Source: an optimization exercise on an open RTL-to-GDS flow (aim: small area, a short achievable clock period and few clock cycles). Production flows keep margins and buffers that such runs may drop.
Where RTL was checked, it was by simulation tests only, not by an equivalence proof against the original.
Power and IR drop assume default switching activity.

the baseline:
==> module rpvd_core, before the edit <==
module rpvd_core (
    input  logic                             clk,
    input  logic                             rst_n,
    input  logic                             sample_valid,
    output logic                             sample_ready,
    input  logic [31:0]                      sample,
    input  logic                             row_start,
    input  logic                             frame_start,
    input  rpvd_pkg::cfg_t                   cfg,
    output logic                             result_valid,
    input  logic                             result_ready,
    output logic                             is_valley,
    output logic [rpvd_pkg::COLUMN_BITS-1:0] column,
    output logic [rpvd_pkg::ROW_BITS-1:0]    row,
    output logic [rpvd_pkg::VALUE_BITS-1:0]  value
);
    logic               in_valid_reg, skid_valid_reg, ready_reg;
    logic signed [31:0] in_s, skid_s;
    logic               in_rs, in_fs, skid_rs, skid_fs;
    logic signed [31:0] a_value_reg, b_value_reg;
    logic [11:0]        a_column_reg, b_column_reg;
    logic [11:0]        column_reg, row_reg;
    logic               seek_reg;
    logic               result_valid_reg;
    logic               is_valley_reg;
    logic               stall, consume, in_load, accept;
    logic               line_start;
    logic [11:0]        column_next, row_next;
    logic               beyond_a, beyond_b;
    logic               hit, gate_ok, event_valid;
    assign stall        = result_valid_reg && !result_ready;
    assign consume      = in_valid_reg && !stall;
    assign in_load      = !in_valid_reg || !stall;
    assign sample_ready = ready_reg;
    assign accept       = sample_valid && !skid_valid_reg;
    always_ff @(posedge clk or negedge rst_n)
    begin
        if (!rst_n)
        begin
            in_valid_reg   <= 1'b0;
            skid_valid_reg <= 1'b0;
            ready_reg      <= 1'b1;
        end
        else if (in_load)
        begin
            in_valid_reg   <= skid_valid_reg || accept;
            skid_valid_reg <= 1'b0;
            ready_reg      <= 1'b1;
        end
        else if (accept)
        begin
            skid_valid_reg <= 1'b1;
            ready_reg      <= 1'b0;
        end
    end
    always_ff @(posedge clk)
    begin
        if (in_load)
        begin
            if (skid_valid_reg)
            begin
                in_s  <= skid_s;
                in_rs <= skid_rs;
                in_fs <= skid_fs;
            end
            else
            begin
                in_s  <= sample;
                in_rs <= row_start;
                in_fs <= frame_start;
            end
        end
        if (!skid_valid_reg)
        begin
            skid_s  <= sample;
            skid_rs <= row_start;
            skid_fs <= frame_start;
        end
    end
    assign line_start = in_rs || in_fs;
    always_comb
    begin
        if (line_start)
            column_next = '0;
        else if (column_reg != 12'hFFF)
            column_next = column_reg + 1'b1;
        else
            column_next = column_reg;
        if (in_fs)
            row_next = '0;
        else if (in_rs && row_reg != 12'hFFF)
            row_next = row_reg + 1'b1;
        else
            row_next = row_reg;
    end
    function automatic logic carry_out(input logic [63:0] g_in, input logic [63:0] p_in);
        logic [63:0] g, p;
        g = g_in;
        p = p_in;
        for (int w = 1; w < 64; w = w * 2)
        begin
            for (int i = 0; i + w < 64; i = i + 2 * w)
            begin
                g[i] = g[i + w] | (p[i + w] & g[i]);
                p[i] = p[i + w] & p[i];
            end
        end
        carry_out = g[0];
    endfunction
    function automatic logic [1:0] order(input logic [31:0] x, input logic [31:0] y);
        logic [31:0] lt, gt;
        lt = ~x & y;
        gt = x & ~y;
        lt[31] = x[31] & ~y[31];
        gt[31] = ~x[31] & y[31];
        for (int w = 1; w < 32; w = w * 2)
        begin
            for (int i = 0; i + w < 32; i = i + 2 * w)
            begin
                lt[i] = lt[i + w] | (~gt[i + w] & lt[i]);
                gt[i] = gt[i + w] | (~lt[i + w] & gt[i]);
            end
        end
        order = {lt[0], gt[0]};
    endfunction
    function automatic logic less(input logic [31:0] x, input logic [31:0] y);
        logic [31:0] xu, yu;
        logic [63:0] g, p;
        xu = x ^ 32'h8000_0000;
        yu = y ^ 32'h8000_0000;
        g  = {32'h0000_0000, ~xu & yu};
        p  = {32'hFFFF_FFFF, ~xu | yu};
        less = carry_out(g, p);
    endfunction
    function automatic logic [1:0] hysteresis(input logic [31:0] x, input logic [30:0] t,
                                              input logic [31:0] y);
        logic [33:0] xe, te, ye, sum, cx, cy;
        logic [63:0] g, p, h, q;
        xe  = {{2{x[31]}}, x};
        te  = {3'b000, t};
        ye  = {{2{y[31]}}, y};
        sum = xe ^ te ^ ~ye;
        cx  = {(xe[32:0] & te[32:0]) | (xe[32:0] & ~ye[32:0]) | (te[32:0] & ~ye[32:0]), 1'b1};
        cy  = {(ye[32:0] & te[32:0]) | (ye[32:0] & ~xe[32:0]) | (te[32:0] & ~xe[32:0]), 1'b1};
        g   = {31'h0, sum[32:0] & cx[32:0]};
        p   = {31'h7FFF_FFFF, sum[32:0] | cx[32:0]};
        h   = {31'h0, sum[32:0] & cy[32:0]};
        q   = {31'h7FFF_FFFF, sum[32:0] | cy[32:0]};
        hysteresis = {sum[33] ^ cx[33] ^ carry_out(g, p), sum[33] ^ cy[33] ^ carry_out(h, q)};
    endfunction
    logic [1:0]  order_a, order_b;
    logic        peak_cond, valley_cond;
    logic [31:0] k_lo, k_hi;
    assign order_a     = order(in_s, a_value_reg);
    assign order_b     = order(in_s, b_value_reg);
    assign beyond_a    = seek_reg ? order_a[0] : order_a[1];
    assign beyond_b    = seek_reg ? order_b[1] : order_b[0];
    assign {peak_cond, valley_cond} = hysteresis(in_s, cfg.threshold, a_value_reg);
    assign hit         = !line_start && (seek_reg ? peak_cond : valley_cond);
    assign k_lo = seek_reg ? cfg.peak_floor : a_value_reg;
    assign k_hi = seek_reg ? a_value_reg : cfg.valley_ceiling;
    assign gate_ok  = (a_column_reg != '0)
                      && ((seek_reg ? !cfg.peak_gate_enable : !cfg.valley_gate_enable)
                          || less(k_lo, k_hi));
    assign event_valid = consume && hit && gate_ok;
    always_ff @(posedge clk or negedge rst_n)
    begin
        if (!rst_n)
        begin
            a_value_reg  <= '0;
            a_column_reg <= '0;
            b_value_reg  <= '0;
            b_column_reg <= '0;
            column_reg   <= '0;
            row_reg      <= '0;
            seek_reg     <= 1'b1;
        end
        else if (consume)
        begin
            column_reg <= column_next;
            row_reg    <= row_next;
            if (in_fs)
                seek_reg <= 1'b1;
            else if (hit)
                seek_reg <= !seek_reg;
            if (line_start || beyond_a || hit)
            begin
                a_value_reg  <= in_s;
                a_column_reg <= column_next;
            end
            if (hit)
            begin
                b_value_reg  <= a_value_reg;
                b_column_reg <= a_column_reg;
            end
            else if (line_start || beyond_b)
            begin
                b_value_reg  <= in_s;
                b_column_reg <= column_next;
            end
        end
    end
    always_ff @(posedge clk or negedge rst_n)
    begin
        if (!rst_n)
        begin
            result_valid_reg <= 1'b0;
            is_valley_reg    <= 1'b0;
        end
        else if (!stall)
        begin
            result_valid_reg <= event_valid;
            if (event_valid)
                is_valley_reg <= !seek_reg;
        end
    end
    assign result_valid = result_valid_reg;
    assign is_valley    = is_valley_reg;
    assign column       = b_column_reg;
    assign row          = row_reg;
    assign value        = b_value_reg;
endmodule
Settings: LEC_CHECK=0, CAP_MARGIN=20, CORE_MARGIN=2, CORE_UTILIZATION=40, PLACE_DENSITY=0.6, SETUP_SLACK_MARGIN=0.5, SLEW_MARGIN=20; clock period 10.0 ns.
standard.sh (not shown) runs the stock make flow with config.mk's settings and CLKGATE_MAP_FILE= SYNTH_SCRIPT=/design/flow/synth_recipe.tcl, a recipe that flattens the netlist after the stock synthesis.
==> flow/flow/run.sh <==
#!/bin/bash
# The standard layout, with timing repair aiming for a setup slack of 6.5 ns,
# port buffers of a plain buffer cell and (if flow/abc.script exists) the
# standard synthesis with that ABC script for the combinational logic.
W=$PWD
if [ -f flow/abc.script ]; then
  {
    echo 'proc abc {args} { set i [lsearch $args -script]; lset args [expr {$i+1}] '"$W"'/flow/abc.script; yosys abc {*}$args }'
    echo "source $W/synth_recipe.tcl"
  } > synth_wrap.tcl
fi
bash standard.sh SETUP_SLACK_MARGIN=6.5  BUFFER_PORTS_ARGS=-buffer_cell\ sky130_fd_sc_hd__buf_1 finish > flow.log 2>&1
> inputs changed (the baseline -> the candidate)
diff --git a/flow/design.v b/flow/design.v
--- a/flow/design.v
+++ b/flow/design.v
@@ -82,5 +82,4 @@
     logic               seek_reg;
     logic               result_valid_reg;
-    logic               is_valley_reg;
     logic               stall, consume, in_load, accept;
     logic               line_start;
@@ -263,17 +262,10 @@
     begin
         if (!rst_n)
-        begin
             result_valid_reg <= 1'b0;
-            is_valley_reg    <= 1'b0;
-        end
         else if (!stall)
-        begin
             result_valid_reg <= event_valid;
-            if (event_valid)
-                is_valley_reg <= !seek_reg;
-        end
     end
     assign result_valid = result_valid_reg;
-    assign is_valley    = is_valley_reg;
+    assign is_valley    = seek_reg;
     assign column       = b_column_reg;
     assign row          = row_reg;
## What came out
Compared with the baseline, the candidate shows count of cell instances traversed by the critical path lower by 3.
Number of synthesized register bits in the candidate is 1 below the baseline.
[the candidate] utilization fell 1.4 points relative to the baseline
Compared with the baseline, the candidate shows a clock group share of total power that is 1.0 points lower.
Compared with the baseline, the candidate shows a lower first-pass GRT wire length.
Taking the baseline over the candidate, the non-clock buffer count ratio works out to 1.07.
The count of distinct cell types in the synthesized netlist in the candidate sits 4 above the value recorded for the baseline.
Top routing layer in use: met4 -> the candidate, met5 -> the baseline
Re synthesized area: the baseline was lower than the candidate.
Compared with the baseline, the candidate shows a lower post-placement worst setup slack.
The candidate: share of power burned in combinational logic higher than the baseline
Against the baseline, the candidate reports a final worst-path setup slack that is higher.
Final instance area | the candidate below the baseline
The candidate vs. the baseline: peak supply drop shows a reduction of 30%, worst hold slack was more or less identical.
Testbench counts of the candidate, summed over its fixed seeds: cycles 64,112.
No functional check of the RTL was part of the baseline.

what the ideal ports hide:
The flow's constraints put no driver on any port. The routed layouts listed below were extracted and timed again, unchanged, in two steps. Step 1 sets driving cells, clkbuf_16 on the clock port and buf_2 on the other inputs (assumed; they add their load-dependent delay and slew). Step 2, shift: input delay + t, output delay - t, t = (earliest + latest rising clock arrival at the registers) / 2. This alone moves slack from input paths to output paths. Slacks: ideal ports / drivers / drivers and shift; pairs: ideal ports / drivers.
| run | shift t [ns] | setup slack, ns | clock arrival spread, ns |
|---|---|---|---|
| the baseline | 0.577 | 6.223 / 6.223 / 6.102 | 0.017 / 0.016 |
| the candidate | 0.567 | 6.567 / 6.535 / 6.116 | 0.016 / 0.016 |
After both steps setup and hold are still met in every run listed. The setup slack of the candidate, which loses most, moves by -0.032 ns with the drivers and by -0.451 ns with both steps.
